This is an optimization exercise on Yosys and OpenROAD, whose aim is small area, a short achievable clock period and few clock cycles, not a production implementation.
No run shown here included a check of the RTL's function; only the layout flow was run.
Power and IR drop assume default switching activity. The flow treats the clock pin as an ideal source, which a real chip does not have.

File: design/flow/flow/run.sh
#!/bin/bash
# Standard layout with plain buffers on the ports and no CTS dummy loads.
set -euo pipefail
export BUFFER_PORTS_ARGS="-buffer_cell sky130_fd_sc_hd__buf_2"
export CTS_ARGS="-sink_clustering_enable -repair_clock_nets -dont_use_dummy_load -sink_clustering_size 30 -sink_clustering_max_diameter 100"
bash standard.sh > standard.log 2>&1
File: design/flow/standard.sh
#!/bin/bash
# synth_recipe.tcl (not shown) runs the flow's synth.tcl, then flattens the netlist and writes it again
# the make line also repeats each setting of config.mk as NAME=value (left out here)
make -C /OpenROAD-flow-scripts/flow DESIGN_CONFIG=/design/flow/config.mk WORK_HOME=/design/flow/orfs CLKGATE_MAP_FILE= SYNTH_SCRIPT=/design/flow/synth_recipe.tcl "${@:-finish}"
File: design/flow/config.mk
export PLATFORM = sky130hd
export DESIGN_NAME = box3x3_star_detect_top
export DESIGN_NICKNAME = box3x3_star_detect_top
export VERILOG_FILES = /design/flow/design.v
export SDC_FILE = /design/flow/constraint.sdc
export NUM_CORES = 4
export LEC_CHECK = 0
export CAP_MARGIN = 20
export CORE_MARGIN = 2
export CORE_UTILIZATION = 70
export CTS_CLUSTER_DIAMETER = 100
export CTS_CLUSTER_SIZE = 30
export SETUP_SLACK_MARGIN = 3.2
export SLEW_MARGIN = 20
File: design/flow/constraint.sdc
create_clock -name core_clock -period 5.5 [get_ports {clock}]
set_input_delay 1.1000 -clock core_clock [delete_from_list [all_inputs] [get_ports {clock}]]
set_output_delay 1.1000 -clock core_clock [all_outputs]
set_load 0.01 [all_outputs]
File: design/flow/design.v
package b3sd_pkg;
   localparam int MAX_WIDTH = 128;
   localparam int MAX_ROWS  = 1024;
   localparam int MIN_DIM   = 3;
   localparam int PIX_W   = 5;
   localparam int COL_W   = $clog2(MAX_WIDTH);
   localparam int ROW_W   = $clog2(MAX_ROWS);
   localparam int RW_W    = 8;
   localparam int FR_W    = 11;
   localparam int LVL_W   = 5;
   localparam int SUM_W   = 9;
   localparam int THR_W   = 10;
   localparam int CSR_IDX_W  = 2;
   localparam int CSR_DATA_W = 11;
   localparam int NINE = 9;
   localparam logic [CSR_IDX_W-1:0] REG_ROW_WIDTH  = 2'd0;
   localparam logic [CSR_IDX_W-1:0] REG_FRAME_ROWS = 2'd1;
   localparam logic [CSR_IDX_W-1:0] REG_STAR_LEVEL = 2'd2;
   localparam logic [RW_W-1:0]  ROW_WIDTH_RST  = 8'd80;
   localparam logic [FR_W-1:0]  FRAME_ROWS_RST = 11'd20;
   localparam logic [LVL_W-1:0] STAR_LEVEL_RST = 5'd10;
   typedef struct packed {
      logic [PIX_W-1:0] top;
      logic [PIX_W-1:0] mid;
   } line_word_type;
   typedef struct packed {
      logic             en;
      logic [COL_W-1:0] addr;
      line_word_type    data;
   } line_wr_type;
endpackage
module b3sd_line_ram (
   input  logic                         clock,
   input  logic                         wr_en,
   input  logic [b3sd_pkg::PIX_W-1:0]   wr_pixel,
   output logic [2*b3sd_pkg::PIX_W-1:0] rd_data,
   output logic [2*b3sd_pkg::PIX_W-1:0] nx_data
);
   localparam int PIX_W  = b3sd_pkg::PIX_W;
   localparam int WORD_W = 2 * PIX_W;
   localparam int SLOTS  = b3sd_pkg::MAX_WIDTH;
   logic [WORD_W-1:0] slot [SLOTS];
   always_ff @(posedge clock) begin
      slot[0] <= wr_en ? {slot[SLOTS-1][PIX_W-1:0], wr_pixel} : slot[SLOTS-1];
   end
   for (genvar i = 1; i < SLOTS; i++) begin : g_slot
      always_ff @(posedge clock) begin
         slot[i] <= slot[i-1];
      end
   end
   assign rd_data = slot[SLOTS-1];
   assign nx_data = slot[SLOTS-2];
endmodule
module box3x3_star_detect_top (
   input  logic                           clock,
   input  logic                           reset,
   input  logic                           req_valid,
   output logic                           req_ready,
   input  logic [b3sd_pkg::PIX_W-1:0]     req_pixel,
   output logic                           rsp_valid,
   input  logic                           rsp_ready,
   output logic                           rsp_star,
   output logic                           rsp_end_of_row,
   output logic                           rsp_end_of_frame,
   input  logic                           csr_valid,
   output logic                           csr_ready,
   input  logic [b3sd_pkg::CSR_IDX_W-1:0] csr_index,
   input  logic [b3sd_pkg::CSR_DATA_W-1:0] csr_data
);
   localparam int PIX_W  = b3sd_pkg::PIX_W;
   localparam int LVL_W  = b3sd_pkg::LVL_W;
   localparam int VS_W   = 7;    
   localparam int QDEPTH = 4;    
   localparam int CAP    = 4;    
   function automatic logic [10:0] inc11(input logic [10:0] x);
      logic [10:0] p;
      p = x;
      for (int d = 1; d < 11; d = d * 2) begin
         for (int i = 10; i >= d; i--) begin
            p[i] = p[i] & p[i-d];
         end
      end
      inc11 = x ^ {p[9:0], 1'b1};
   endfunction
   function automatic logic [10:0] dec11(input logic [10:0] x);
      logic [10:0] p;
      p = ~x;
      for (int d = 1; d < 11; d = d * 2) begin
         for (int i = 10; i >= d; i--) begin
            p[i] = p[i] & p[i-d];
         end
      end
      dec11 = x ^ {p[9:0], 1'b1};
   endfunction
   function automatic logic carry10(input logic [9:0] a, input logic [9:0] b);
      logic [9:0] g, p;
      g = a & b;
      p = a ^ b;
      for (int d = 1; d < 10; d = d * 2) begin
         for (int i = 9; i >= d; i--) begin
            g[i] = g[i] | (p[i] & g[i-d]);
            p[i] = p[i] & p[i-d];
         end
      end
      carry10 = g[9];
   endfunction
   function automatic logic [6:0] add7(input logic [6:0] a, input logic [6:0] b);
      logic [6:0] g, p, h;
      g = a & b;
      p = a ^ b;
      h = p;
      for (int d = 1; d < 7; d = d * 2) begin
         for (int i = 6; i >= d; i--) begin
            g[i] = g[i] | (p[i] & g[i-d]);
            p[i] = p[i] & p[i-d];
         end
      end
      add7 = h ^ {g[5:0], 1'b0};
   endfunction
   function automatic logic [7:0] add8(input logic [7:0] a, input logic [7:0] b);
      logic [7:0] g, p, h;
      g = a & b;
      p = a ^ b;
      h = p;
      for (int d = 1; d < 8; d = d * 2) begin
         for (int i = 7; i >= d; i--) begin
            g[i] = g[i] | (p[i] & g[i-d]);
            p[i] = p[i] & p[i-d];
         end
      end
      add8 = h ^ {g[6:0], 1'b0};
   endfunction
   logic [6:0]       wm1_ff;     
   logic [9:0]       hm1_ff;     
   logic [LVL_W-1:0] lvl_ff;
   logic [6:0]       wm1_in;
   logic [9:0]       hm1_in;
   logic [10:0]      data_dec;
   logic                            csr_v_q;
   logic [b3sd_pkg::CSR_IDX_W-1:0]  csr_idx_q;
   logic [b3sd_pkg::CSR_DATA_W-1:0] csr_data_q;
   assign csr_ready = 1'b1;
   always_ff @(posedge clock) begin
      csr_v_q    <= csr_valid && !reset;
      csr_idx_q  <= csr_index;
      csr_data_q <= csr_data;
   end
   assign data_dec  = dec11(csr_data_q);
   always_comb begin
      if (csr_data_q[7:0] < 8'd3) begin
         wm1_in = 7'd2;
      end else if (csr_data_q[7:0] > 8'd128) begin
         wm1_in = 7'd127;
      end else begin
         wm1_in = data_dec[6:0];
      end
      if (csr_data_q < 11'd3) begin
         hm1_in = 10'd2;
      end else if (csr_data_q > 11'd1024) begin
         hm1_in = 10'd1023;
      end else begin
         hm1_in = data_dec[9:0];
      end
   end
   always_ff @(posedge clock) begin
      if (reset) begin
         wm1_ff <= 7'd79;
         hm1_ff <= 10'd19;
         lvl_ff <= LVL_W'(10);
      end else if (csr_v_q) begin
         case (csr_idx_q)
            b3sd_pkg::REG_ROW_WIDTH:  wm1_ff <= wm1_in;
            b3sd_pkg::REG_FRAME_ROWS: hm1_ff <= hm1_in;
            b3sd_pkg::REG_STAR_LEVEL: lvl_ff <= csr_data_q[LVL_W-1:0];
            default: ;
         endcase
      end
   end
   logic        rdy_ff;
   logic        accept;
   logic [7:0]  c1_ff;       
   logic [10:0] r1_ff;       
   logic        lc_ff;       
   logic        lr_ff;       
   logic        c1_ge, c1_eq, r1_ge, r1_eq;
   logic        org_ff;      
   logic [6:0]  due_ff;      
   logic        interior;
   logic [10:0] c1_inc_w, due_inc_w;
   logic [7:0]  c1_inc;
   logic [10:0] r1_inc;
   logic [2*PIX_W-1:0] rd_word, nx_word;
   assign accept    = req_valid && rdy_ff;
   assign interior  = (c1_ff >= 8'd3) && (r1_ff >= 11'd3);
   assign c1_ge     = c1_ff >= {1'b0, wm1_ff};
   assign c1_eq     = c1_ff == {1'b0, wm1_ff};
   assign r1_ge     = r1_ff >= {1'b0, hm1_ff};
   assign r1_eq     = r1_ff == {1'b0, hm1_ff};
   assign c1_inc_w  = inc11({3'b0, c1_ff});
   assign c1_inc    = c1_inc_w[7:0];
   assign r1_inc    = inc11(r1_ff);
   assign due_inc_w = inc11({4'b0, due_ff});
   always_ff @(posedge clock) begin
      if (reset) begin
         c1_ff <= 8'd1;
         r1_ff <= 11'd1;
      end else if (accept) begin
         if (lc_ff) begin
            c1_ff <= 8'd1;
            r1_ff <= lr_ff ? 11'd1 : r1_inc;
         end else begin
            c1_ff <= c1_inc;
         end
      end
   end
   always_ff @(posedge clock) begin
      if (reset) begin
         lc_ff  <= 1'b0;
         lr_ff  <= 1'b0;
         org_ff <= 1'b1;
      end else if (accept) begin
         lc_ff  <= !lc_ff && c1_ge;
         lr_ff  <= lc_ff ? (!lr_ff && r1_ge) : lr_ff;
         org_ff <= lc_ff && lr_ff;
      end else begin
         lc_ff  <= c1_ge && !c1_eq;
         lr_ff  <= r1_ge && !r1_eq;
      end
   end
   always_ff @(posedge clock) begin
      due_ff <= (accept && org_ff) ? 7'd3 : due_inc_w[6:0];
   end
   b3sd_line_ram u_line_ram (
      .clock    (clock),
      .wr_en    (accept),
      .wr_pixel (req_pixel),
      .rd_data  (rd_word),
      .nx_data  (nx_word)
   );
   logic             s1_v, s1_r, s1_eor, s1_eof;
   logic [VS_W-1:0]  s1_vs;
   logic [VS_W-1:0]  v1_ff;    
   logic [7:0]       p_ff;     
   logic [9:0]       k_lvl;
   logic [10:0]      st_s, st_c;
   logic             star;
   logic [5:0] tm_ff;
   logic [6:0] tm_w;
   assign tm_w = add7(7'(nx_word[2*PIX_W-1:PIX_W]), 7'(nx_word[PIX_W-1:0]));
   always_ff @(posedge clock) begin
      tm_ff <= tm_w[5:0];
   end
   always_ff @(posedge clock) begin
      s1_v   <= accept;
      s1_r   <= accept && interior && !reset;
      s1_eor <= lc_ff;
      s1_eof <= lc_ff && lr_ff;
      s1_vs  <= add7(7'(tm_ff), 7'(req_pixel));
   end
   always_ff @(posedge clock) begin
      if (s1_v) begin
         v1_ff <= s1_vs;
         p_ff  <= add8({1'b0, s1_vs}, {1'b0, v1_ff});
      end
   end
   always_comb begin
      case (lvl_ff)
         5'd0: k_lvl = 10'd1015;
         5'd1: k_lvl = 10'd1006;
         5'd2: k_lvl = 10'd997;
         5'd3: k_lvl = 10'd988;
         5'd4: k_lvl = 10'd979;
         5'd5: k_lvl = 10'd970;
         5'd6: k_lvl = 10'd961;
         5'd7: k_lvl = 10'd952;
         5'd8: k_lvl = 10'd943;
         5'd9: k_lvl = 10'd934;
         5'd10: k_lvl = 10'd925;
         5'd11: k_lvl = 10'd916;
         5'd12: k_lvl = 10'd907;
         5'd13: k_lvl = 10'd898;
         5'd14: k_lvl = 10'd889;
         5'd15: k_lvl = 10'd880;
         5'd16: k_lvl = 10'd871;
         5'd17: k_lvl = 10'd862;
         5'd18: k_lvl = 10'd853;
         5'd19: k_lvl = 10'd844;
         5'd20: k_lvl = 10'd835;
         5'd21: k_lvl = 10'd826;
         5'd22: k_lvl = 10'd817;
         5'd23: k_lvl = 10'd808;
         5'd24: k_lvl = 10'd799;
         5'd25: k_lvl = 10'd790;
         5'd26: k_lvl = 10'd781;
         5'd27: k_lvl = 10'd772;
         5'd28: k_lvl = 10'd763;
         5'd29: k_lvl = 10'd754;
         5'd30: k_lvl = 10'd745;
         5'd31: k_lvl = 10'd736;
         default: k_lvl = 10'd1015;
      endcase
   end
   assign st_s = 11'(s1_vs) ^ 11'(p_ff) ^ 11'(k_lvl);
   assign st_c = {(10'(s1_vs) & 10'(p_ff)) | (10'(s1_vs) & k_lvl) | (10'(p_ff) & k_lvl), 1'b0};
   assign star = st_s[10] ^ st_c[10] ^ carry10(st_s[9:0], st_c[9:0]);
   logic s2_r, s2_star, s2_eor, s2_eof;
   always_ff @(posedge clock) begin
      s2_r    <= s1_r && !reset;
      s2_star <= star;
      s2_eor  <= s1_eor;
      s2_eof  <= s1_eof;
   end
   logic [QDEPTH-1:0] qv_ff;                  
   logic [2:0]        qe_ff [QDEPTH];
   logic              ovn_ff;                 
   logic [2:0]        oc_ff;                  
   logic [2:0]        oc_in;
   logic [QDEPTH-1:0] sv;
   logic [2:0]        se [QDEPTH];
   logic [2:0]        res_w;
   logic              pop, push;
   logic [QDEPTH-1:0] wh;
   assign res_w = {s2_star, s2_eor, s2_eof};
   assign pop   = qv_ff[0] && rsp_ready;
   assign push  = s2_r;
   always_comb begin
      for (int i = 0; i < QDEPTH; i++) begin
         if (i == QDEPTH - 1) begin
            sv[i] = pop ? 1'b0 : qv_ff[i];
            se[i] = qe_ff[i];
         end else begin
            sv[i] = pop ? qv_ff[i+1] : qv_ff[i];
            se[i] = pop ? qe_ff[i+1] : qe_ff[i];
         end
         wh[i] = push && !sv[i] && ((i == 0) || sv[(i == 0) ? 0 : i-1]);
      end
   end
   always_ff @(posedge clock) begin
      for (int i = 0; i < QDEPTH; i++) begin
         qe_ff[i] <= wh[i] ? res_w : se[i];
      end
   end
   always_comb begin
      if (pop) begin
         oc_in = (push && !qv_ff[1]) ? res_w : qe_ff[1];
      end else begin
         oc_in = (push && !qv_ff[0]) ? res_w : qe_ff[0];
      end
   end
   always_ff @(posedge clock) begin
      oc_ff <= oc_in;
   end
   always_ff @(posedge clock) begin
      if (reset) begin
         qv_ff  <= '0;
         ovn_ff <= 1'b1;
      end else begin
         qv_ff <= sv | wh;
         ovn_ff <= !(sv[0] || wh[0]);
      end
   end
   logic [CAP-1:0] cr_ff;
   logic [CAP-1:0] cr_in;
   logic           add_tok;
   logic           rdy_out_ff;    
   logic           due_a, due_n, rdy_in;
   assign add_tok = accept && interior;
   always_comb begin
      if (add_tok && !pop) begin
         cr_in = {1'b0, cr_ff[CAP-1:1]};
      end else if (!add_tok && pop) begin
         cr_in = {cr_ff[CAP-2:0], 1'b1};
      end else begin
         cr_in = cr_ff;
      end
   end
   assign due_a  = !lc_ff || lr_ff || c1_ff[7];
   assign due_n  = org_ff || (due_ff == c1_ff[6:0]);
   logic pv11, pv10, pv01, pv00;
   logic room_a1, room_a0;
   assign room_a1 = interior ? cr_ff[0] : 1'b1;            
   assign room_a0 = interior ? cr_ff[1] : cr_ff[0];        
   assign pv11 = rdy_ff ? (qv_ff[0] ? (due_a && room_a1) : (due_a && room_a0))
                        : (qv_ff[0] ? due_n : (due_n && cr_ff[0]));
   assign pv10 = rdy_ff ? (due_a && room_a0) : (due_n && cr_ff[0]);
   assign pv01 = qv_ff[0] ? due_n : (due_n && cr_ff[0]);
   assign pv00 = due_n && cr_ff[0];
   always_comb begin
      if (csr_valid || csr_v_q) begin
         rdy_in = 1'b0;
      end else if (req_valid) begin
         rdy_in = rsp_ready ? pv11 : pv10;
      end else begin
         rdy_in = rsp_ready ? pv01 : pv00;
      end
   end
   always_ff @(posedge clock) begin
      if (reset) begin
         cr_ff      <= '1;
         rdy_ff     <= 1'b1;
         rdy_out_ff <= 1'b1;
      end else begin
         cr_ff      <= cr_in;
         rdy_ff     <= rdy_in;
         rdy_out_ff <= rsp_ready ? (!(csr_valid || csr_v_q) && (req_valid ? pv11 : pv01))
                                 : (!(csr_valid || csr_v_q) && (req_valid ? pv10 : pv00));
      end
   end
   assign req_ready        = rdy_out_ff;
   assign rsp_valid        = !ovn_ff;
   assign rsp_star         = oc_ff[2];
   assign rsp_end_of_row   = oc_ff[1];
   assign rsp_end_of_frame = oc_ff[0];
endmodule
==> flow_summary.json, run 1 <==
{
  "status": "no timing/DRC/antenna violations",
  "cts_hold_buf": 0,
  "layoutNonFillerInstCount": 2629,
  "portBuffers": 27,
  "drt_wl_total_um": 47500,
  "fmax_mhz": 449.8,
  "crit_fanout": 1,
  "drt_iter0_drc": 707,
  "wl_per_cell_um": 18.07,
  "yosys_warnings": 5,
  "final_max_slew_viol_count": 0,
  "cts_made_buffers": 53,
  "die_w_um": 219.0,
  "grt_first_pass_wirelength_um": 76850,
  "finalNetCount": 2121,
  "drive_gt1_frac": 0.05619,
  "final_common_cell": "dfxtp_1",
  "ir_drop_mv": 0.3966,
  "pin_count": 29,
  "place_congestion": 0.7846,
  "core_area_um2": 45480,
  "min_path_type": "flop to flop",
  "dp_hpwl_um": 23470,
  "path_class": "flop to flop",
  "cts_tree": "done",
  "slew_headroom": 0.5326,
  "critPathRequiredTime_ns": 5.99,
  "syn_avg_cell_area_um2": 16.44,
  "area_delta_synth_final_pct": 6.723,
  "skew_ns": 0.05897,
  "p_leak_uw": 0.01404,
  "clk_latency_ns": 0.64,
  "synth_enable_flop_cells": 27,
  "vias": 12730,
  "cp.arrival_ns": 2.71,
  "crit_path_start_kind": "flop",
  "rows": 78,
  "remaining_drc_errors": 0,
  "root_buffer": "clkbuf_16",
  "synth_flop_cell": "dfxtp_1",
  "cts_setup_buffers": 0,
  "rsz0062_at_grt": "true",
  "finalCriticalPeriod_ns": 2.223,
  "fin_crit_sh": 0.4042,
  "setup_tns_ns": 0,
  "fill_cells": 2431,
  "ant_nets": 0,
  "worstMarginPinSlew_ns": 0.7002,
  "dp_cells": 2576,
  "synthArstFlopShare": 0,
  "initial_core_util": 0.7112,
  "grt_overflow": 0,
  "yosysSeqAreaShare": 0.8847,
  "p_per_area_nw_per_um2": 443.6,
  "grt_max_degree": 36,
  "cp-end-kind": "flop",
  "grt_pass1_vias": 13610,
  "hold_viol_final": 0,
  "cts.htree.levels": 2,
  "syn_area_um2": 32350,
  "dieArea_um2": 47940,
  "timing.max_cap.violations": 0,
  "antenna_cells": 0,
  "postSynthCellCount": 1967,
  "routed_via_density": 4.843,
  "grt_usage": 0.2091,
  "yosys_register_bits": 1416,
  "netlist-cell-type-count": 69,
  "total_power_uw": 15310,
  "die_h_um": 219.0,
  "setup_viol": 0,
  "fin_hold_ws_ns": 0.2694,
  "firstDrtPassIters": 5,
  "cts_sinks": 1416,
  "clk_pin_slew_worst_paths_ns": 0.11,
  "antenna_found_initial": 3,
  "final_cell_mix": "1388 x dfxtp_1, 73 x nand2_1, 57 x ha_1, 54 x inv_1, 53 x clkbuf_16",
  "clockBufferDepth": 3
}
==> cells by family (layout without fill, tap and decap cells) <==
family / after synthesis / after routing / share of synthesized area
xor+xnor: 45 / 45 / 0.01218
fa+ha+maj: 68 / 68 / 0.02835
mux: 15 / 15 / 0.004951
flops: 1416 / 1416 / 0.8847
buf+inv: 74 / 136 / 0.008974
simple gates: 205 / 205 / 0.03273
other cells: 1 / 1 / 0.0001159
compound gates: 143 / 143 / 0.02797
==> worst paths after layout <==
kind	from	end	slack, ns	depth (start not counted)
worst min register to register	u_line_ram.slot[49][7]$_DFF_P_	u_line_ram.slot[50][7]$_DFF_P_	0.27	0
worst max-delay path	p_ff[2]$_DFFE_PP_	s2_star$_DFF_P_	3.28	7
worst max register to register	p_ff[2]$_DFFE_PP_	s2_star$_DFF_P_	3.28	7
worst min-delay path	u_line_ram.slot[49][7]$_DFF_P_	u_line_ram.slot[50][7]$_DFF_P_	0.27	0
==> power breakdown <==
group / leakage (uW) / internal [uW] / switching [uW] / total [uW]
Sequential: 0.0115 / 10400 / 87.1 / 10500
Clock: 0.000653 / 1740 / 2830 / 4570
Combinational: 0.00189 / 104 / 122 / 225
Total: 0.0140 / 12300 / 3040 / 15300
==> synth_stat cells (12+ instances only) <==
| master | count | area share |
|---|---|---|
| a21o_1 | 18 | 0.0042 |
| a21oi_1 | 45 | 0.0070 |
| clkbuf_1 | 12 | 0.0014 |
| dfxtp_1 | 1389 | 0.86 |
| edfxtp_1 | 27 | 0.025 |
| ha_1 | 58 | 0.022 |
| inv_1 | 55 | 0.0064 |
| nand2_1 | 75 | 0.0087 |
| nor2_1 | 42 | 0.0049 |
| o21ai_0 | 32 | 0.0050 |
| xnor2_1 | 21 | 0.0057 |
| xor2_1 | 24 | 0.0065 |
==> area by class of cell <==
cell class | instances | area [um2] | area share
sequential | 1416 | 28620 | 0.8290
multi-input combinational | 477 | 3466 | 0.1004
clock buffer | 53 | 1326 | 0.03842
tap | 600 | 750.7 | 0.02175
inverter | 56 | 217.7 | 0.006307
timing repair buffer | 27 | 141.4 | 0.004096
==> sequential cells by signal (all words and copies together) (netlist names), 8 cells and up <==
register,cells
r1_ff,11
p_ff,8
c1_ff,8
k_lvl,9
csr_data_q,11
qe_ff,12
u_line_ram.slot,1280
hm1_ff,10
==> critical path, cell delays in order (launching register included) <==
cell and delay [ns]:
edfxtp_1 0.42, fa_1 0.49, ha_1 0.31, a31o_1 0.18, a21o_1 0.16, a21o_1 0.18
a2111oi_4 0.28, o21bai_1 0.11
==> timing repair <==
action | 4_1_cts | 5_1_grt
resized for setup | 3 | 5
pin swaps | 2 | 7
setup endpoints to repair | 8 | 5
==> metrics by stage <==
step	cell area, um2	util	setup slack, ns
after CTS	34500	0.7586	3.200
after floorplan	32380	-	3.046
after global placement	33160	0.7292	2.339
after global routing	34520	0.7591	3.178
after detailed placement	33160	0.7292	2.325
final	34520	0.7591	3.277
==> routing by layer <==
layer / part of all wire / wire length [um] / vias up / track usage
met4: 0.022 / 1042 / 0 / 0.05833
li1: - / - / 6361 / -
met5: 0 / 0 / - / 0
met2: 0.47 / 22450 / 167 / 0.3414
met3: 0.032 / 1536 / 75 / 0.03119
met1: 0.47 / 22480 / 6129 / 0.2957
==> inputs of run 2 (changes only) <==
==> design/flow/flow/run.sh (replaced) <==
#!/bin/bash
# Standard layout with plain buffers on the ports and no CTS dummy loads.
set -euo pipefail
export BUFFER_PORTS_ARGS="-buffer_cell sky130_fd_sc_hd__buf_2"
export CTS_ARGS="-sink_clustering_enable -repair_clock_nets -dont_use_dummy_load -sink_clustering_size 28 -sink_clustering_max_diameter 80"
bash standard.sh > standard.log 2>&1
--- a/design/flow/config.mk
+++ b/design/flow/config.mk
@@ -8,7 +8,5 @@
 export CAP_MARGIN = 20
 export CORE_MARGIN = 2
 export CORE_UTILIZATION = 70
-export CTS_CLUSTER_DIAMETER = 100
-export CTS_CLUSTER_SIZE = 30
-export SETUP_SLACK_MARGIN = 3.2
+export SETUP_SLACK_MARGIN = 3.5
 export SLEW_MARGIN = 20
==> flow_summary.json, run 2 <==
{
  "die_h_um": 219.0,
  "cts_hold_buf": 0,
  "cts_made_buffers": 56,
  "hp-start": "u_line_ram.slot[116][1]$_DFF_P_",
  "total_power_uw": 15410,
  "drive_gt1_frac": 0.08534,
  "ys_top_cells_by_area": "dfxtp_1 86%, edfxtp_1 2.5%, ha_1 2.2%",
  "pin_count": 29,
  "r2r-start": "p_ff[2]$_DFFE_PP_",
  "initial_core_util": 0.7112,
  "largest_register_ffs": 1280,
  "rows": 78,
  "place_area_um2": 33340,
  "yosysSeqAreaShare": 0.8847,
  "status": "no timing/DRC/antenna violations",
  "die_w_um": 219.0,
  "vias": 12750,
  "grt_pass1_vias": 13330,
  "wl_per_cell_um": 17.07,
  "final_common_cell": "dfxtp_1",
  "fill_cells": 2482,
  "skew_ns": 0.05550,
  "final_max_slew_viol_count": 0,
  "synth_compound_area_frac": 0.02797,
  "min_path_type": "flop to flop",
  "core_area_um2": 45480,
  "grt_usage": 0.1976,
  "cp-startpoint": "ovn_ff$_SDFF_PP1_",
  "cts.htree.levels": 2,
  "syn_area_um2": 32350,
  "netlist-cell-type-count": 69,
  "crit_path_start_kind": "flop",
  "cts_sinks": 1416,
  "cts_tree": "done",
  "regMostFlops": "u_line_ram.slot",
  "critPathRequiredTime_ns": 4.40,
  "postSynthCellCount": 1967,
  "synthArstFlopShare": 0,
  "finalCriticalPeriod_ns": 2.198,
  "slew_headroom": 0.5435,
  "root_buffer": "clkbuf_16",
  "syn_avg_cell_area_um2": 16.44,
  "routed_via_density": 4.829,
  "antenna_found_initial": 3,
  "dp_slack_ns": 2.200,
  "dp_hpwl_um": 23490,
  "setup_tns_ns": 0,
  "clk_pin_slew_worst_paths_ns": 0.10,
  "grt_first_pass_wirelength_um": 72860,
  "muxShareOfSynthArea": 0.004951,
  "remaining_drc_errors": 0,
  "p_per_area_nw_per_um2": 441.0,
  "ant_nets": 0,
  "synth_xor_area_frac": 0.01218,
  "synth_flop_cell": "dfxtp_1",
  "fin_crit_sh": 0.3996,
  "portBuffers": 27,
  "area_delta_synth_final_pct": 8.003,
  "yosys_register_bits": 1416,
  "place_congestion": 0.8198,
  "rsz0062_at_grt": "true",
  "drt_iter0_drc": 816,
  "final_cell_mix": "1373 x dfxtp_1, 70 x nand2_1, 56 x clkbuf_16, 50 x inv_1, 48 x ha_1",
  "final_area_um2": 34930,
  "synth_top_area_frac": 0.8597,
  "drt_wl_total_um": 45060,
  "yosys_warnings": 5,
  "cp-end-kind": "output pin",
  "worstMarginPinSlew_ns": 0.6839,
  "fin_hold_ws_ns": 0.2880,
  "synth_enable_flop_cells": 27,
  "finalNetCount": 2131,
  "path_class": "flop to output pin",
  "yosys.area.top_type": "dfxtp_1",
  "synth_common_cells": "1389 x dfxtp_1, 75 x nand2_1, 58 x ha_1, 55 x inv_1, 45 x a21oi_1",
  "ir_drop_mv": 0.3502,
  "timing.max_cap.violations": 0,
  "yosys.area_share.simple": 0.03272,
  "grt_overflow": 0,
  "cp.arrival_ns": 1.10,
  "p_leak_uw": 0.01417,
  "fmax_mhz": 455.0,
  "firstDrtPassIters": 7,
  "hold_viol_final": 0,
  "synth_top_family_by_area": "simple AND/OR/NAND/NOR gates",
  "clockBufferDepth": 3,
  "synth_most_common_cell": "dfxtp_1",
  "reg_top3": "u_line_ram.slot (1280), qe_ff (12)",
  "crit_fanout": 1,
  "clk_latency_ns": 0.64,
  "grt_max_degree": 36,
  "dieArea_um2": 47940,
  "yosys.area_share.adder": 0.02835,
  "setup_viol": 0,
  "setup_ws_ns": 3.302
}
## run 2: cell counts after synthesis
Identical to the previous run, type by type.
## run 2: where the power goes
group	leakage, uW	internal, uW	switching, uW
sequential	0.0115	10400	86.5
combinational	0.00198	112	123
clock	0.000690	1830	2820
total	0.0142	12400	3030
## run 2: kinds of logic (layout without fill, tap and decap cells)
family                     count (synthesis)  count (layout)
DFF                                     1416            1416
and+or+nand+nor                          205             205
AOI/OAI and AO/OA                        143             143
buffers and inverters                     74             146
adders and majority gates                 68              68
xor gates and xnor gates                  45              45
muxes                                     15              15
other                                      1               2
## run 2: worst paths after layout
check | endpoint | slack, ns | depth (start not counted)
hold / removal | u_line_ram.slot[117][1]$_DFF_P_ | 0.29 | 0
hold reg to reg | u_line_ram.slot[117][1]$_DFF_P_ | 0.29 | 0
setup reg to reg | s2_star$_DFF_P_ | 3.36 | 7
setup / recovery | rsp_valid | 3.30 | 2
## run 2: area by class of cell
cell class,count,area (um2),share of cell area
Timing Repair Buffer,34,227.7,0.006518
Clock buffer,56,1401,0.04011
Inverter,56,239.0,0.006841
Multi-Input combinational cell,477,3676,0.1052
Antenna cell,1,2.502,0.00007163
Tap cell,600,750.7,0.02149
Sequential cell,1416,28640,0.8197
## run 2: timing repair
item / in CTS / in global routing
resized for setup: 12 / 33
endpoints found under the setup margin: 18 / 24
pin swaps: 2 / 5
setup buffers: 2 / 5
## run 2: worst max-delay path, stage by stage, from the launching register on
cell and delay (ns):
dfxtp_1 0.33, inv_1 0.03, buf_2 0.12
## run 2: layer usage
layer | global-route usage | share of wire
met1 | 0.2743 | 0.48
met2 | 0.3217 | 0.46
met3 | 0.03631 | 0.035
met4 | 0.05721 | 0.024
met5 | 0 | 0.00029
## run 2: through the flow
stage / utilization / cells
finish: 0.7682 / 2640
global route: 0.7682 / 2640
detailed placement: 0.7331 / 2576
global placement: 0.7331 / 2576
CTS: 0.7651 / 2634
floorplan: - / 1967
==> inputs of run 3 (changes only) <==
--- a/design/flow/design.v
+++ b/design/flow/design.v
@@ -117,6 +117,19 @@
       end
       add7 = h ^ {g[5:0], 1'b0};
    endfunction
+   function automatic logic [9:0] add10(input logic [9:0] a, input logic [9:0] b);
+      logic [9:0] g, p, h;
+      g = a & b;
+      p = a ^ b;
+      h = p;
+      for (int d = 1; d < 10; d = d * 2) begin
+         for (int i = 9; i >= d; i--) begin
+            g[i] = g[i] | (p[i] & g[i-d]);
+            p[i] = p[i] & p[i-d];
+         end
+      end
+      add10 = h ^ {g[8:0], 1'b0};
+   endfunction
    function automatic logic [7:0] add8(input logic [7:0] a, input logic [7:0] b);
       logic [7:0] g, p, h;
       g = a & b;
@@ -136,27 +149,19 @@
    logic [6:0]       wm1_in;
    logic [9:0]       hm1_in;
    logic [10:0]      data_dec;
-   logic                            csr_v_q;
-   logic [b3sd_pkg::CSR_IDX_W-1:0]  csr_idx_q;
-   logic [b3sd_pkg::CSR_DATA_W-1:0] csr_data_q;
    assign csr_ready = 1'b1;
-   always_ff @(posedge clock) begin
-      csr_v_q    <= csr_valid && !reset;
-      csr_idx_q  <= csr_index;
-      csr_data_q <= csr_data;
-   end
-   assign data_dec  = dec11(csr_data_q);
+   assign data_dec  = dec11(csr_data);
    always_comb begin
-      if (csr_data_q[7:0] < 8'd3) begin
+      if (csr_data[7:0] < 8'd3) begin
          wm1_in = 7'd2;
-      end else if (csr_data_q[7:0] > 8'd128) begin
+      end else if (csr_data[7:0] > 8'd128) begin
          wm1_in = 7'd127;
       end else begin
          wm1_in = data_dec[6:0];
       end
-      if (csr_data_q < 11'd3) begin
+      if (csr_data < 11'd3) begin
          hm1_in = 10'd2;
-      end else if (csr_data_q > 11'd1024) begin
+      end else if (csr_data > 11'd1024) begin
          hm1_in = 10'd1023;
       end else begin
          hm1_in = data_dec[9:0];
@@ -167,11 +172,11 @@
          wm1_ff <= 7'd79;
          hm1_ff <= 10'd19;
          lvl_ff <= LVL_W'(10);
-      end else if (csr_v_q) begin
-         case (csr_idx_q)
+      end else if (csr_valid) begin
+         case (csr_index)
             b3sd_pkg::REG_ROW_WIDTH:  wm1_ff <= wm1_in;
             b3sd_pkg::REG_FRAME_ROWS: hm1_ff <= hm1_in;
-            b3sd_pkg::REG_STAR_LEVEL: lvl_ff <= csr_data_q[LVL_W-1:0];
+            b3sd_pkg::REG_STAR_LEVEL: lvl_ff <= csr_data[LVL_W-1:0];
             default: ;
          endcase
       end
@@ -263,42 +268,12 @@
          p_ff  <= add8({1'b0, s1_vs}, {1'b0, v1_ff});
       end
    end
-   always_comb begin
-      case (lvl_ff)
-         5'd0: k_lvl = 10'd1015;
-         5'd1: k_lvl = 10'd1006;
-         5'd2: k_lvl = 10'd997;
-         5'd3: k_lvl = 10'd988;
-         5'd4: k_lvl = 10'd979;
-         5'd5: k_lvl = 10'd970;
-         5'd6: k_lvl = 10'd961;
-         5'd7: k_lvl = 10'd952;
-         5'd8: k_lvl = 10'd943;
-         5'd9: k_lvl = 10'd934;
-         5'd10: k_lvl = 10'd925;
-         5'd11: k_lvl = 10'd916;
-         5'd12: k_lvl = 10'd907;
-         5'd13: k_lvl = 10'd898;
-         5'd14: k_lvl = 10'd889;
-         5'd15: k_lvl = 10'd880;
-         5'd16: k_lvl = 10'd871;
-         5'd17: k_lvl = 10'd862;
-         5'd18: k_lvl = 10'd853;
-         5'd19: k_lvl = 10'd844;
-         5'd20: k_lvl = 10'd835;
-         5'd21: k_lvl = 10'd826;
-         5'd22: k_lvl = 10'd817;
-         5'd23: k_lvl = 10'd808;
-         5'd24: k_lvl = 10'd799;
-         5'd25: k_lvl = 10'd790;
-         5'd26: k_lvl = 10'd781;
-         5'd27: k_lvl = 10'd772;
-         5'd28: k_lvl = 10'd763;
-         5'd29: k_lvl = 10'd754;
-         5'd30: k_lvl = 10'd745;
-         5'd31: k_lvl = 10'd736;
-         default: k_lvl = 10'd1015;
-      endcase
+   logic [10:0] lvl_inc;
+   logic [9:0]  k_w;
+   assign lvl_inc = inc11({6'b0, lvl_ff});
+   assign k_w     = ~add10({lvl_inc[6:0], 3'b000}, {5'b0, lvl_ff});
+   always_ff @(posedge clock) begin
+      k_lvl <= k_w;
    end
    assign st_s = 11'(s1_vs) ^ 11'(p_ff) ^ 11'(k_lvl);
    assign st_c = {(10'(s1_vs) & 10'(p_ff)) | (10'(s1_vs) & k_lvl) | (10'(p_ff) & k_lvl), 1'b0};
@@ -363,7 +338,7 @@
    logic [CAP-1:0] cr_in;
    logic           add_tok;
    logic           rdy_out_ff;    
-   logic           due_a, due_n, rdy_in;
+   logic           due_a, due_n, due, rdy_in;
    assign add_tok = accept && interior;
    always_comb begin
       if (add_tok && !pop) begin
@@ -376,24 +351,8 @@
    end
    assign due_a  = !lc_ff || lr_ff || c1_ff[7];
    assign due_n  = org_ff || (due_ff == c1_ff[6:0]);
-   logic pv11, pv10, pv01, pv00;
-   logic room_a1, room_a0;
-   assign room_a1 = interior ? cr_ff[0] : 1'b1;            
-   assign room_a0 = interior ? cr_ff[1] : cr_ff[0];        
-   assign pv11 = rdy_ff ? (qv_ff[0] ? (due_a && room_a1) : (due_a && room_a0))
-                        : (qv_ff[0] ? due_n : (due_n && cr_ff[0]));
-   assign pv10 = rdy_ff ? (due_a && room_a0) : (due_n && cr_ff[0]);
-   assign pv01 = qv_ff[0] ? due_n : (due_n && cr_ff[0]);
-   assign pv00 = due_n && cr_ff[0];
-   always_comb begin
-      if (csr_valid || csr_v_q) begin
-         rdy_in = 1'b0;
-      end else if (req_valid) begin
-         rdy_in = rsp_ready ? pv11 : pv10;
-      end else begin
-         rdy_in = rsp_ready ? pv01 : pv00;
-      end
-   end
+   assign due    = accept ? due_a : due_n;
+   assign rdy_in = cr_in[0] && due && !csr_valid;
    always_ff @(posedge clock) begin
       if (reset) begin
          cr_ff      <= '1;
@@ -402,8 +361,8 @@
       end else begin
          cr_ff      <= cr_in;
          rdy_ff     <= rdy_in;
-         rdy_out_ff <= rsp_ready ? (!(csr_valid || csr_v_q) && (req_valid ? pv11 : pv01))
-                                 : (!(csr_valid || csr_v_q) && (req_valid ? pv10 : pv00));
+         rdy_out_ff <= accept ? (cr_in[0] && due_a && !csr_valid)
+                              : (cr_in[0] && due_n && !csr_valid);
       end
    end
    assign req_ready        = rdy_out_ff;
==> design/flow/flow/run.sh (replaced) <==
#!/bin/bash
# Standard layout with plain buffers on the ports and no CTS dummy loads.
set -euo pipefail
export BUFFER_PORTS_ARGS="-buffer_cell sky130_fd_sc_hd__buf_2"
export CTS_ARGS="-sink_clustering_enable -repair_clock_nets -dont_use_dummy_load -sink_clustering_size 30 -sink_clustering_max_diameter 100"
bash standard.sh > standard.log 2>&1
--- a/design/flow/config.mk
+++ b/design/flow/config.mk
@@ -8,5 +8,7 @@
 export CAP_MARGIN = 20
 export CORE_MARGIN = 2
 export CORE_UTILIZATION = 70
-export SETUP_SLACK_MARGIN = 3.5
+export CTS_CLUSTER_DIAMETER = 100
+export CTS_CLUSTER_SIZE = 30
+export SETUP_SLACK_MARGIN = 3.2
 export SLEW_MARGIN = 20
==> flow_summary.json, run 3 <==
{
  "status": "no timing/DRC/antenna violations",
  "busiest_layer": "met2",
  "hold_viol_final": 0,
  "portBuffers": 27,
  "min_path_type": "flop to flop",
  "finalNetCount": 2081,
  "firstDrtPassIters": 5,
  "core_area_um2": 45190,
  "cts.htree.levels": 2,
  "cts_sinks": 1402,
  "timing.critical_path.buf_inv": 1,
  "synth_top_area_frac": 0.8644,
  "timing.max_cap.violations": 0,
  "rsz0062_at_grt": "false",
  "cts_tree": "done",
  "grt_max_degree": 31,
  "dp_hpwl_um": 21700,
  "critPathRequiredTime_ns": 4.40,
  "syn_avg_cell_area_um2": 16.53,
  "largest_register_ffs": 1280,
  "synth_common_cells": "1375 x dfxtp_1, 81 x nand2_1, 57 x inv_1, 52 x ha_1, 44 x nor2_1",
  "p_leak_uw": 0.01385,
  "drt_iter0_drc": 716,
  "netlist-cell-type-count": 58,
  "critical_path.max_stage_delay_ns": 0.37,
  "ant_nets": 0,
  "syn_area_um2": 31840,
  "pwr-share-comb": 0.016,
  "final_common_cell": "dfxtp_1",
  "ir_drop_mv": 0.4227,
  "setup_viol": 0,
  "fin_crit_sh": 0.4055,
  "die_h_um": 217.3,
  "drt_wl_total_um": 43180,
  "clock_power_share": 0.296,
  "use_met2": 0.3053,
  "remaining_drc_errors": 0,
  "area_delta_synth_final_pct": 6.766,
  "grtUsageMet3": 0.03159,
  "clk_latency_ns": 0.63,
  "synth_flop_cell": "dfxtp_1",
  "cp.arrival_ns": 1.13,
  "ys_top_cells_by_area": "dfxtp_1 86%, edfxtp_1 2.5%, ha_1 2.0%",
  "die_w_um": 217.3,
  "clockBufferDepth": 3,
  "vias": 12290,
  "slowest_stage": "dfxtp_4",
  "fill_cells": 2495,
  "setup_tns_ns": 0,
  "grt_overflow": 0,
  "final_cell_mix": "1374 x dfxtp_1, 80 x nand2_1, 57 x inv_1, 52 x ha_1, 52 x clkbuf_16",
  "worstMarginPinSlew_ns": 0.6459,
  "path_class": "flop to output pin",
  "skew_ns": 0.03443,
  "crit_path_start_kind": "flop",
  "critical_path.top_delay_family": "flip-flops",
  "place_congestion": 0.8113,
  "postSynthCellCount": 1926,
  "antenna_found_initial": 0,
  "yosys_warnings": 5,
  "path_cells": "buf_6",
  "final_area_um2": 34000,
  "wl_per_cell_um": 16.65,
  "pin_count": 29,
  "cts_hold_buf": 0,
  "regMostFlops": "u_line_ram.slot",
  "p_seq_frac": 0.688,
  "drive_gt1_frac": 0.04865,
  "yosys.area.top_type": "dfxtp_1",
  "initial_core_util": 0.7047,
  "synth_enable_flop_cells": 27,
  "fmax_mhz": 448.4,
  "antenna_cells": 0,
  "dieArea_um2": 47210,
  "root_buffer": "clkbuf_16",
  "final_max_slew_viol_count": 0,
  "cts_made_buffers": 52,
  "reg_top3": "u_line_ram.slot (1280), qe_ff (12), r1_ff (11)",
  "internal_power_uw": 12150,
  "p_switching_uw": 2970,
  "place_area_um2": 32680,
  "slew_headroom": 0.5688,
  "grt_first_pass_wirelength_um": 70700,
  "yosysSeqAreaShare": 0.8899,
  "grt_usage": 0.1915,
  "routed_via_density": 4.739,
  "rows": 78,
  "synthArstFlopShare": 0,
  "grtUsageMet1": 0.2785,
  "crit_fanout": 2,
  "clk_pin_slew_worst_paths_ns": 0.12,
  "p_sw_frac": 0.1965,
  "grt_pass1_vias": 13040,
  "synth_most_common_cell": "dfxtp_1",
  "cp-end-kind": "output pin",
  "p_per_area_nw_per_um2": 444.7,
  "finalCriticalPeriod_ns": 2.230,
  "yosys_register_bits": 1402
}
==> run 3: logic make-up after synthesis <==
group / after synthesis / synth area share
XOR/XNOR: 50 / 0.01375
buffers and inverters: 71 / 0.008605
flip-flops: 1402 / 0.8899
AO/OA/AOI/OAI: 122 / 0.02558
adder cells (fa/ha/maj): 64 / 0.02735
AND/OR/NAND/NOR: 207 / 0.03167
other: 1 / 0.0001178
multiplexers: 9 / 0.003065
==> run 3: path summary, 6_finish.rpt <==
kind         cells after the start                           start  slack, ns                        endpoint
max                              1           rdy_out_ff$_SDFF_PP1_       3.27                       req_ready
max reg2reg                      7          lvl_ff[0]$_SDFFE_PP0P_       3.38                k_lvl[8]$_DFF_P_
min                              0  u_line_ram.slot[16][8]$_DFF_P_       0.31  u_line_ram.slot[17][8]$_DFF_P_
min reg2reg                      0  u_line_ram.slot[16][8]$_DFF_P_       0.31  u_line_ram.slot[17][8]$_DFF_P_
==> run 3: power by group through the flow <==
stage	registers [uW]	logic, uW	clock network, uW
finish	10400	237	4470
floorplan	10600	175	0
detailed placement	10600	233	0
CTS	10400	238	4580
global route	10400	270	4900
global placement	10600	224	0
==> run 3: what timing repair did <==
action / in CTS / in global routing
pin swaps: 0 / 0
setup buffers: 1 / 0
endpoints found under the setup margin: 1 / 10
gates resized for setup: 3 / 2
==> run 3: per-stage QoR <==
stage / hold WS (ns) / instances / util / total power [uW] / worst slack [ns]
finish: 0.3100 / 2594 / 0.7524 / 15120 / 3.270
global placement: 0.3101 / 2541 / 0.7232 / 10860 / 2.625
floorplan: 0.3096 / 1927 / - / 10780 / 3.214
global route: 0.3210 / 2594 / 0.7524 / 15600 / 3.217
detailed placement: 0.3121 / 2541 / 0.7232 / 10870 / 2.555
CTS: 0.3129 / 2594 / 0.7523 / 15230 / 3.201
==> run 3: metal layers <==
layer | vias up | wire length [um]
li1 | 6214 | -
met3 | 65 | 1281
met5 | - | 0
met4 | 0 | 818
met1 | 5890 | 21350
met2 | 123 | 19740
==> run 3: area by class of cell <==
class | count | area (um2) | share of cell area
Timing Repair Buffer | 28 | 148.9 | 0.004379
Clock buffer | 52 | 1301 | 0.03827
Inverter | 58 | 217.7 | 0.006403
Multi-Input combinational cell | 454 | 3239 | 0.09528
Tap cell | 600 | 750.7 | 0.02208
Sequential cell | 1402 | 28340 | 0.8336
==> inputs of run 4 (changes only) <==
==> design/flow/flow/run.sh (replaced) <==
#!/bin/bash
# Standard layout with plain buffers on the ports and no CTS dummy loads.
set -euo pipefail
export BUFFER_PORTS_ARGS="-buffer_cell sky130_fd_sc_hd__buf_2"
export CTS_ARGS="-sink_clustering_enable -repair_clock_nets -dont_use_dummy_load -buf_list {sky130_fd_sc_hd__clkbuf_8 sky130_fd_sc_hd__clkbuf_16} -sink_clustering_size 24 -sink_clustering_max_diameter 80"
bash standard.sh > standard.log 2>&1
==> flow_summary.json, run 4 <==
{
  "status": "no timing/DRC/antenna violations",
  "yosys.area.top_type": "dfxtp_1",
  "p_per_area_nw_per_um2": 458.2,
  "worstMarginPinSlew_ns": 0.6694,
  "dp_slack_ns": 2.555,
  "clk_pin_slew_worst_paths_ns": 0.09,
  "critical_path.top_delay_family": "flip-flops",
  "synth_most_common_cell": "dfxtp_1",
  "finalCriticalPeriod_ns": 2.253,
  "yosys_register_bits": 1402,
  "root_buffer": "clkbuf_16",
  "critPathRequiredTime_ns": 4.40,
  "timing.max_cap.violations": 0,
  "routed_via_density": 4.804,
  "antenna_found_initial": 2,
  "postSynthCellCount": 1926,
  "remaining_drc_errors": 0,
  "cts.htree.levels": 3,
  "synth_top_area_frac": 0.8644,
  "p_leak_uw": 0.01404,
  "r2r_setup_slack_ns": 3.40,
  "timing.critical_path.buf_inv": 1,
  "setup_tns_ns": 0,
  "dp_hpwl_um": 21700,
  "regMostFlops": "u_line_ram.slot",
  "slowest_stage": "dfxtp_2",
  "yosysSeqAreaShare": 0.8899,
  "cp.arrival_ns": 1.15,
  "slew_headroom": 0.5531,
  "hold_viol_final": 0,
  "min_path_type": "flop to flop",
  "utilization": 0.7611,
  "critical_path.max_stage_delay_ns": 0.40,
  "path_class": "flop to output pin",
  "area_delta_synth_final_pct": 8.004,
  "dieArea_um2": 47210,
  "largest_register_ffs": 1280,
  "pin_count": 29,
  "finalNetCount": 2096,
  "cts_sinks": 1402,
  "grt_usage": 0.1990,
  "firstDrtPassIters": 5,
  "grt_max_degree": 27,
  "rsz0062_at_grt": "false",
  "crit_fanout": 5,
  "yosys_warnings": 5,
  "wl_per_cell_um": 17.00,
  "drt_iter0_drc": 783,
  "die_h_um": 217.3,
  "core_area_um2": 45190,
  "drive_gt1_frac": 0.05575,
  "die_w_um": 217.3,
  "netlist-cell-type-count": 58,
  "synthArstFlopShare": 0,
  "portBuffers": 27,
  "drt_wl_total_um": 44400,
  "grt_pass1_vias": 13500,
  "cts_made_buffers": 68,
  "path_cells": "buf_2",
  "setup_ws_ns": 3.247,
  "ant_nets": 0,
  "skew_ns": 0.06291,
  "dp_cells": 2541,
  "synth_enable_flop_cells": 27,
  "fin_crit_sh": 0.4095,
  "grt_overflow": 0,
  "vias": 12540,
  "layoutNonFillerInstCount": 2611,
  "grt_first_pass_wirelength_um": 73570,
  "total_power_uw": 15760,
  "rows": 78,
  "cts_hold_buf": 0,
  "fmax_mhz": 443.9,
  "cp-end-kind": "output pin",
  "ir_drop_mv": 0.3656,
  "crit_path_start_kind": "flop",
  "cts_tree": "done",
  "setup_viol": 0,
  "initial_core_util": 0.7047,
  "clockBufferDepth": 3,
  "place_congestion": 0.8113,
  "final_max_slew_viol_count": 0,
  "synth_common_cells": "1375 x dfxtp_1, 81 x nand2_1, 57 x inv_1, 52 x ha_1, 44 x nor2_1",
  "final_cell_mix": "1374 x dfxtp_1, 80 x nand2_1, 68 x clkbuf_16, 57 x inv_1, 52 x ha_1",
  "reg_top3": "u_line_ram.slot (1280), qe_ff (12), r1_ff (11)",
  "syn_avg_cell_area_um2": 16.53,
  "final_common_cell": "dfxtp_1",
  "synth_flop_cell": "dfxtp_1",
  "ys_top_cells_by_area": "dfxtp_1 86%, edfxtp_1 2.5%, ha_1 2.0%",
  "syn_area_um2": 31840,
  "clk_latency_ns": 0.62
}
-- run 4: cell count changes in the layout (fill, tap and decap cells not counted), sizes merged --
cell	change
buf	-1
diode	+2
clkbuf	+16
-- run 4: metrics by stage --
step / hold slack [ns] / cell area [um2]
floorplan: 0.3096 / 31850
global placement: 0.3101 / 32680
detailed placement: 0.3121 / 32680
CTS: 0.2624 / 34380
global route: 0.2827 / 34390
finish: 0.2753 / 34390
-- run 4: cell families (layout without fill, tap and decap cells) --
family,after synthesis,count (layout),synth area share
compound gates,122,122,0.02558
xor+xnor,50,50,0.01375
fa+ha+maj,64,64,0.02735
buf+inv,71,153,0.008605
flops,1402,1402,0.8899
mux,9,9,0.003065
other cells,1,4,0.0001178
simple gates,207,207,0.03167
-- run 4: final timing paths --
| path | to | from | cells after the start |
|---|---|---|---|
| min | s2_eof$_DFF_P_ | s1_eof$_DFF_P_ | 0 |
| max | req_ready | rdy_out_ff$_SDFF_PP1_ | 1 |
| min reg2reg | s2_eof$_DFF_P_ | s1_eof$_DFF_P_ | 0 |
| max reg2reg | k_lvl[8]$_DFF_P_ | lvl_ff[0]$_SDFFE_PP0P_ | 7 |
-- run 4: per-layer routing --
| metal | up-vias | global-route usage | routed length, um |
|---|---|---|---|
| met3 | 71 | 0.03033 | 1337 |
| li1 | 6252 | - | - |
| met2 | 178 | 0.3191 | 20800 |
| met1 | 6043 | 0.2819 | 21330 |
| met4 | 0 | 0.06621 | 924 |
| met5 | - | 0 | 0 |
-- run 4: timing repair --
action	in CTS	in global routing
setup endpoints to repair	3	1
gates resized for setup	2	1
buffers inserted	0	0
endpoints found under the hold margin	0	0
-- run 4: area by class of cell --
class                   instances  area, um2
repair buffers                 27      135.1
flip-flops and latches       1402      28340
diodes                          2      5.005
fillers                      2392      10790
clock buffers                  68       1702
inverters                      58      217.7
well taps                     600      750.7
multi-input cells             454       3244
-- run 4: power breakdown --
group          internal, uW  switching, uW  total (uW)
Clock                  2220           2890        5110
Sequential            10300           81.4       10400
Combinational           108            132         239
Total                 12700           3100       15800
==> inputs of run 5 (changes only) <==
==> design/flow/flow/run.sh (replaced) <==
#!/bin/bash
# Standard layout with plain buffers on the ports and no CTS dummy loads.
set -euo pipefail
export BUFFER_PORTS_ARGS="-buffer_cell sky130_fd_sc_hd__buf_2"
export CTS_ARGS="-sink_clustering_enable -repair_clock_nets -dont_use_dummy_load -sink_clustering_size 28 -sink_clustering_max_diameter 60"
bash standard.sh > standard.log 2>&1
==> flow_summary.json, run 5 <==
{
  "cts.htree.levels": 2,
  "setup_tns_ns": 0,
  "critPathRequiredTime_ns": 4.40,
  "cts_made_buffers": 58,
  "reg2reg_to": "k_lvl[8]$_DFF_P_",
  "status": "no timing/DRC/antenna violations",
  "finalCriticalPeriod_ns": 2.233,
  "syn_avg_cell_area_um2": 16.53,
  "rsz0062_at_grt": "false",
  "setup.worst_path.end": "req_ready",
  "place_congestion": 0.8113,
  "drt_iter0_drc": 748,
  "place_area_um2": 32680,
  "initial_core_util": 0.7047,
  "cts_sinks": 1402,
  "synth_enable_flop_cells": 27,
  "firstDrtPassIters": 6,
  "cp-startpoint": "rdy_out_ff$_SDFF_PP1_",
  "regMostFlops": "u_line_ram.slot",
  "fin_hold_ws_ns": 0.2805,
  "skew_ns": 0.07029,
  "die_w_um": 217.3,
  "ys_top_cells_by_area": "dfxtp_1 86%, edfxtp_1 2.5%, ha_1 2.0%",
  "largest_register_ffs": 1280,
  "vias": 12420,
  "antenna_found_initial": 2,
  "cp-end-kind": "output pin",
  "r2r_setup_slack_ns": 3.41,
  "grt_pass1_vias": 13290,
  "r2r-start": "lvl_ff[0]$_SDFFE_PP0P_",
  "clk_latency_ns": 0.66,
  "clk_pin_slew_worst_paths_ns": 0.10,
  "portBuffers": 27,
  "reg_top3": "u_line_ram.slot (1280), qe_ff (12), r1_ff (11)",
  "p_leak_uw": 0.01392,
  "min_path_cells": 0,
  "fmax_mhz": 447.8,
  "grt_overflow": 0,
  "yosys_warnings": 5,
  "worstMarginPinSlew_ns": 0.6746,
  "grt_max_degree": 29,
  "ir_drop_mv": 0.3878,
  "finalNetCount": 2086,
  "final_area_um2": 34140,
  "r2r_cells": 7,
  "slew_headroom": 0.5497,
  "critical_path.top_delay_family": "flip-flops",
  "final_common_cell": "dfxtp_1",
  "slowest_stage": "dfxtp_4",
  "dieArea_um2": 47210,
  "drive_gt1_frac": 0.05103,
  "p_per_area_nw_per_um2": 448.9,
  "cts_setup_buffers": 0,
  "ant_nets": 0,
  "core_area_um2": 45190,
  "crit_path_start_kind": "flop",
  "routed_via_density": 4.778,
  "path_class": "flop to output pin",
  "yosys_register_bits": 1402,
  "antenna_cells": 0,
  "remaining_drc_errors": 0,
  "min_path_type": "flop to flop",
  "root_buffer": "clkbuf_16",
  "critical_path.max_stage_delay_ns": 0.38,
  "fill_cells": 2468,
  "timing.critical_path.buf_inv": 1,
  "yosys.area.top_type": "dfxtp_1",
  "synth_most_common_cell": "dfxtp_1",
  "die_h_um": 217.3,
  "path_cells": "buf_2",
  "final_max_slew_viol_count": 0,
  "rows": 78,
  "drt_wl_total_um": 43340,
  "yosysSeqAreaShare": 0.8899,
  "setup_viol": 0,
  "path_depth": 1,
  "synth_flop_cell": "dfxtp_1",
  "timing.max_cap.violations": 0,
  "area_delta_synth_final_pct": 7.194,
  "clockBufferDepth": 3,
  "netlist-cell-type-count": 58,
  "syn_area_um2": 31840,
  "pin_count": 29,
  "grt_usage": 0.1934,
  "fin_crit_sh": 0.4060,
  "synth_top_area_frac": 0.8644,
  "crit_fanout": 5,
  "synthArstFlopShare": 0,
  "wl_per_cell_um": 16.68,
  "grt_first_pass_wirelength_um": 71440,
  "synth_common_cells": "1375 x dfxtp_1, 81 x nand2_1, 57 x inv_1, 52 x ha_1, 44 x nor2_1",
  "dp_hpwl_um": 21700,
  "postSynthCellCount": 1926,
  "hold_viol_final": 0,
  "cts_tree": "done",
  "cp.arrival_ns": 1.13,
  "final_cell_mix": "1374 x dfxtp_1, 80 x nand2_1, 58 x clkbuf_16, 57 x inv_1, 52 x ha_1"
}
run 5: cell counts after synthesis:
No cell type changed its count.
run 5: through the flow:
step / setup WS, ns / cells / total power [uW] / utilization
floorplan: 3.214 / 1927 / 10780 / -
global placement: 2.625 / 2541 / 10860 / 0.7232
detailed placement: 2.555 / 2541 / 10870 / 0.7232
CTS: 3.205 / 2599 / 15450 / 0.7554
global route: 3.182 / 2599 / 15800 / 0.7554
finish: 3.267 / 2599 / 15320 / 0.7554
run 5: worst min-delay path by stage:
stage / startpoint / end
finish: u_line_ram.slot[116][4]$_DFF_P_ / u_line_ram.slot[117][4]$_DFF_P_
global route: u_line_ram.slot[116][4]$_DFF_P_ / u_line_ram.slot[117][4]$_DFF_P_
CTS: u_line_ram.slot[116][4]$_DFF_P_ / u_line_ram.slot[117][4]$_DFF_P_
detailed placement: u_line_ram.slot[112][6]$_DFF_P_ / u_line_ram.slot[113][6]$_DFF_P_
global placement: u_line_ram.slot[97][0]$_DFF_P_ / u_line_ram.slot[98][0]$_DFF_P_
floorplan: s1_eof$_DFF_P_ / s2_eof$_DFF_P_
run 5: cells by family (layout without fill, tap and decap cells):
kind of cell / after synthesis / in the layout / share of synthesized area
mux: 9 / 9 / 0.003065
other cells: 1 / 2 / 0.0001178
fa+ha+maj: 64 / 64 / 0.02735
buf+inv: 71 / 143 / 0.008605
simple gates: 207 / 207 / 0.03167
xor+xnor: 50 / 50 / 0.01375
flops: 1402 / 1402 / 0.8899
compound gates: 122 / 122 / 0.02558
run 5: report_power, final:
group / switching [uW] / internal, uW / leakage [uW] / total (uW)
combinational: 129 / 107 / 0.00181 / 236
sequential: 81.7 / 10300 / 0.0114 / 10400
clock: 2790 / 1890 / 0.000715 / 4680
total: 3000 / 12300 / 0.0139 / 15300
run 5: what timing repair did:
| item | in CTS | in global routing |
|---|---|---|
| setup endpoints to repair | 2 | 1 |
| hold buffers | 0 | 0 |
| resized for setup | 2 | 1 |
run 5: cell type report:
type	instances	area [um2]	share of cell area
clock buffers	58	1451	0.04252
well taps	600	750.7	0.02199
repair buffers	27	135.1	0.003959
flip-flops and latches	1402	28340	0.8303
multi-input cells	454	3239	0.09490
inverters	58	217.7	0.006378
run 5: per-layer routing:
layer,wire length (um),GRT usage
met4,957,0.06073
met5,0,0
met1,20760,0.2750
met3,1459,0.02837
met2,20170,0.3115
==> inputs of run 6 (changes only) <==
--- a/design/flow/design.v
+++ b/design/flow/design.v
@@ -338,7 +338,7 @@
    logic [CAP-1:0] cr_in;
    logic           add_tok;
    logic           rdy_out_ff;    
-   logic           due_a, due_n, due, rdy_in;
+   logic           due_a, due_n, rdy_in;
    assign add_tok = accept && interior;
    always_comb begin
       if (add_tok && !pop) begin
@@ -351,8 +351,24 @@
    end
    assign due_a  = !lc_ff || lr_ff || c1_ff[7];
    assign due_n  = org_ff || (due_ff == c1_ff[6:0]);
-   assign due    = accept ? due_a : due_n;
-   assign rdy_in = cr_in[0] && due && !csr_valid;
+   logic pv11, pv10, pv01, pv00;
+   logic room_a1, room_a0;
+   assign room_a1 = interior ? cr_ff[0] : 1'b1;            
+   assign room_a0 = interior ? cr_ff[1] : cr_ff[0];        
+   assign pv11 = rdy_ff ? (qv_ff[0] ? (due_a && room_a1) : (due_a && room_a0))
+                        : (qv_ff[0] ? due_n : (due_n && cr_ff[0]));
+   assign pv10 = rdy_ff ? (due_a && room_a0) : (due_n && cr_ff[0]);
+   assign pv01 = qv_ff[0] ? due_n : (due_n && cr_ff[0]);
+   assign pv00 = due_n && cr_ff[0];
+   always_comb begin
+      if (csr_valid) begin
+         rdy_in = 1'b0;
+      end else if (req_valid) begin
+         rdy_in = rsp_ready ? pv11 : pv10;
+      end else begin
+         rdy_in = rsp_ready ? pv01 : pv00;
+      end
+   end
    always_ff @(posedge clock) begin
       if (reset) begin
          cr_ff      <= '1;
@@ -361,8 +377,8 @@
       end else begin
          cr_ff      <= cr_in;
          rdy_ff     <= rdy_in;
-         rdy_out_ff <= accept ? (cr_in[0] && due_a && !csr_valid)
-                              : (cr_in[0] && due_n && !csr_valid);
+         rdy_out_ff <= rsp_ready ? (!csr_valid && (req_valid ? pv11 : pv01))
+                                 : (!csr_valid && (req_valid ? pv10 : pv00));
       end
    end
    assign req_ready        = rdy_out_ff;
==> design/flow/flow/run.sh (replaced) <==
#!/bin/bash
# Standard layout with plain buffers on the ports and no CTS dummy loads.
set -euo pipefail
export BUFFER_PORTS_ARGS="-buffer_cell sky130_fd_sc_hd__buf_2"
export CTS_ARGS="-sink_clustering_enable -repair_clock_nets -dont_use_dummy_load -sink_clustering_size 30 -sink_clustering_max_diameter 100"
bash standard.sh > standard.log 2>&1
==> flow_summary.json, run 6 <==
{
  "status": "no timing/DRC/antenna violations",
  "final_area_um2": 34130,
  "portBuffers": 27,
  "netlist-cell-type-count": 64,
  "pin_count": 29,
  "clk_pin_slew_worst_paths_ns": 0.11,
  "final_common_cell": "dfxtp_1",
  "final_max_slew_viol_count": 0,
  "slew_headroom": 0.5486,
  "worstMarginPinSlew_ns": 0.6761,
  "r2r-start": "c1_ff[0]$_SDFFE_PP1P_",
  "dp_slack_ns": 2.511,
  "p_sw_frac": 0.1972,
  "routed_via_density": 4.785,
  "finalNetCount": 2094,
  "grt_overflow": 0,
  "cts.htree.levels": 2,
  "ant_nets": 0,
  "path_cells": "buf_2 > nand3b_1 > a31oi_2 > a32oi_1 > or2_4",
  "yosysSeqAreaShare": 0.8880,
  "muxShareOfSynthArea": 0.004036,
  "die_w_um": 217.6,
  "largest_register_ffs": 1280,
  "clock_power_share": 0.296,
  "grt_first_pass_wirelength_um": 72650,
  "crit_fanout": 11,
  "fill_cells": 2433,
  "crit_path_start_kind": "primary input",
  "synth_enable_flop_cells": 27,
  "synth_compound_area_frac": 0.02864,
  "synth_common_cells": "1376 x dfxtp_1, 73 x nand2_1, 56 x inv_1, 51 x ha_1, 49 x a21oi_1",
  "core_area_um2": 45190,
  "cp-end-kind": "flop",
  "min_path_type": "flop to flop",
  "root_buffer": "clkbuf_16",
  "die_h_um": 217.6,
  "path_class": "primary input to flop",
  "p_switching_uw": 2991,
  "regMostFlops": "u_line_ram.slot",
  "rows": 78,
  "r2r_cells": 8,
  "p_leak_uw": 0.01385,
  "hp-start": "u_line_ram.slot[79][6]$_DFF_P_",
  "critPathRequiredTime_ns": 5.98,
  "hold_end": "u_line_ram.slot[80][6]$_DFF_P_",
  "min_path_cells": 0,
  "r2r_setup_slack_ns": 3.40,
  "ir_drop_mv": 0.3988,
  "yosys.area.top_type": "dfxtp_1",
  "critical_path.max_stage_delay_ns": 0.56,
  "dp_hpwl_um": 22150,
  "setup_viol": 0,
  "setup_tns_ns": 0,
  "vias": 12480,
  "clockBufferDepth": 3,
  "cts_hold_buf": 0,
  "synth_top_area_frac": 0.8626,
  "postSynthCellCount": 1940,
  "yosys_warnings": 5,
  "synthArstFlopShare": 0,
  "firstDrtPassIters": 5,
  "fin_hold_ws_ns": 0.2964,
  "utilization": 0.7554,
  "setup_ws_ns": 3.268,
  "initial_core_util": 0.7067,
  "wl_per_cell_um": 17.23,
  "timing.max_cap.violations": 0,
  "finalCriticalPeriod_ns": 2.232,
  "hold_viol_final": 0,
  "reg2reg_to": "cr_ff[2]$_SDFFE_PP1P_",
  "remaining_drc_errors": 0,
  "drt_iter0_drc": 791,
  "antenna_found_initial": 2,
  "rsz0062_at_grt": "false",
  "grt_usage": 0.1992,
  "yosys.area_share.adder": 0.02688,
  "ys_top_cells_by_area": "dfxtp_1 86%, edfxtp_1 2.5%, ha_1 2.0%",
  "place_congestion": 0.8085,
  "fin_crit_sh": 0.4059,
  "syn_area_um2": 31930,
  "antenna_cells": 0,
  "yosys_register_bits": 1403,
  "yosys.area_share.simple": 0.02915,
  "drt_wl_total_um": 44930,
  "clk_latency_ns": 0.63,
  "syn_avg_cell_area_um2": 16.46,
  "area_delta_synth_final_pct": 6.892,
  "skew_ns": 0.04735,
  "cts_tree": "done",
  "synth_flop_cell": "dfxtp_1",
  "drive_gt1_frac": 0.05578,
  "synth_top_family_by_area": "simple AND/OR/NAND/NOR gates",
  "p_seq_frac": 0.688,
  "synth_most_common_cell": "dfxtp_1",
  "fmax_mhz": 448.0,
  "p_per_area_nw_per_um2": 444.3,
  "grt_pass1_vias": 13220,
  "cts_made_buffers": 52,
  "final_cell_mix": "1374 x dfxtp_1, 72 x nand2_1, 56 x inv_1, 52 x clkbuf_16",
  "dieArea_um2": 47340,
  "slowest_stage": "a31oi_2",
  "pwr-share-comb": 0.016,
  "place_area_um2": 32760,
  "synth_xor_area_frac": 0.01371,
  "reg_top3": "u_line_ram.slot (1280), qe_ff (12), r1_ff (11)",
  "grt_max_degree": 36,
  "internal_power_uw": 12170,
  "cp.arrival_ns": 2.71,
  "cts_sinks": 1403
}
==> run 6: cell types whose count changed after synthesis, moves of 4 or more <==
cell      delta
nor3_1       -5
clkbuf_1     +4
a21oi_1     +11
o31ai_1      +4
nand2_1      -8
nand3_1      -9
or3_1        +4
o21ai_0     +13
o211ai_1     -4
==> run 6: kinds of logic (layout without fill, tap and decap cells) <==
kind of cell	count (synthesis)	in the layout
adders and majority gates	63	63
muxes	12	12
DFF	1403	1403
other	1	2
AOI/OAI and AO/OA	143	143
buffers and inverters	74	141
and+or+nand+nor	194	194
xor gates and xnor gates	50	50
==> run 6: cell type report <==
type | count | area [um2] | share of cell area
flip-flops and latches | 1403 | 28360 | 0.8310
multi-input cells | 464 | 3331 | 0.09758
clock buffers | 52 | 1301 | 0.03812
well taps | 600 | 750.7 | 0.02199
inverters | 58 | 219.0 | 0.006415
repair buffers | 31 | 167.7 | 0.004912
==> run 6: metal layers <==
layer  GRT usage  share of wire
met1      0.2806           0.47
met2      0.3260           0.47
met3     0.03138          0.032
met4     0.05342          0.023
met5           0              0
==> run 6: what timing repair did <==
| item | in CTS | in global routing |
|---|---|---|
| buffers inserted | 4 | 0 |
| endpoints found under the setup margin | 6 | 7 |
| resized for setup | 9 | 4 |
| pin swaps | 3 | 2 |
==> run 6: power groups by stage <==
stage / Clock [uW] / Sequential [uW] / Combinational, uW
after floorplan: 0 / 10600 / 184
after global placement: 0 / 10700 / 231
after detailed placement: 0 / 10700 / 242
after CTS: 4600 / 10400 / 252
after global routing: 4900 / 10500 / 284
final: 4480 / 10400 / 249
==> run 6: how the worst max path moves through the flow <==
stage               cells after the start  slack [ns]                   from                      to
floorplan                               5        3.02            csr_data[7]  hm1_ff[4]$_SDFFE_PP1P_
global placement                        5        2.50           csr_index[1]  hm1_ff[1]$_SDFFE_PP1P_
detailed placement                      5        2.51           csr_index[1]  hm1_ff[1]$_SDFFE_PP1P_
CTS                                     8        3.22  c1_ff[0]$_SDFFE_PP1P_   cr_ff[2]$_SDFFE_PP1P_
global route                            7        3.22            csr_data[4]  hm1_ff[4]$_SDFFE_PP1P_
finish                                  5        3.27           csr_index[1]  hm1_ff[1]$_SDFFE_PP1P_
==> run 6: stage by stage <==
stage	cells	power, uW
6_report	2608	15160
5_1_grt	2608	15640
4_1_cts	2608	15290
3_5_place_dp	2552	10900
3_3_place_gp	2552	10890
2_1_floorplan	1941	10810
==> run 6: worst max-delay path: cells and delay by family <==
kind | cells | cell delay, ns
buf+inv | 1 | 0.11
simple gates | 2 | 0.76
compound gates | 2 | 0.73

static timing again, ports no longer ideal:
How much do the figures lean on ideal ports? The routed layouts below were timed once more, with nothing changed but the port constraints. Step 1 sets driving cells, clkbuf_16 on the clock port and buf_2 on the other inputs (assumed; they add their load-dependent delay and slew). Step 2 adds t to the input delays and takes it off the output delays; t is the mean of the earliest and latest rising clock arrival at the registers after step 1. Input paths then give back, and output paths get back, about the clock's delay inside the block. Slacks: no drivers / after step 1 / after step 2; pairs: no drivers / after step 1.
run | shift t [ns] | slack for setup (ns) | worst setup path at the end
run 1 | 0.669 | 3.277 / 3.253 / 2.655 | input to register
run 2 | 0.675 | 3.302 / 3.247 / 2.895 | input to register
run 3 | 0.665 | 3.270 / 3.212 / 2.745 | input to register
run 4 | 0.649 | 3.247 / 3.190 / 2.817 | input to register
run 5 | 0.669 | 3.267 / 3.208 / 2.659 | input to register
run 6 | 0.663 | 3.268 / 3.278 / 2.642 | input to register
After both steps setup and hold are still met in every run listed. For run 6, which loses most, drivers alone change the setup slack by +0.010 ns; drivers and shift together by -0.626 ns.
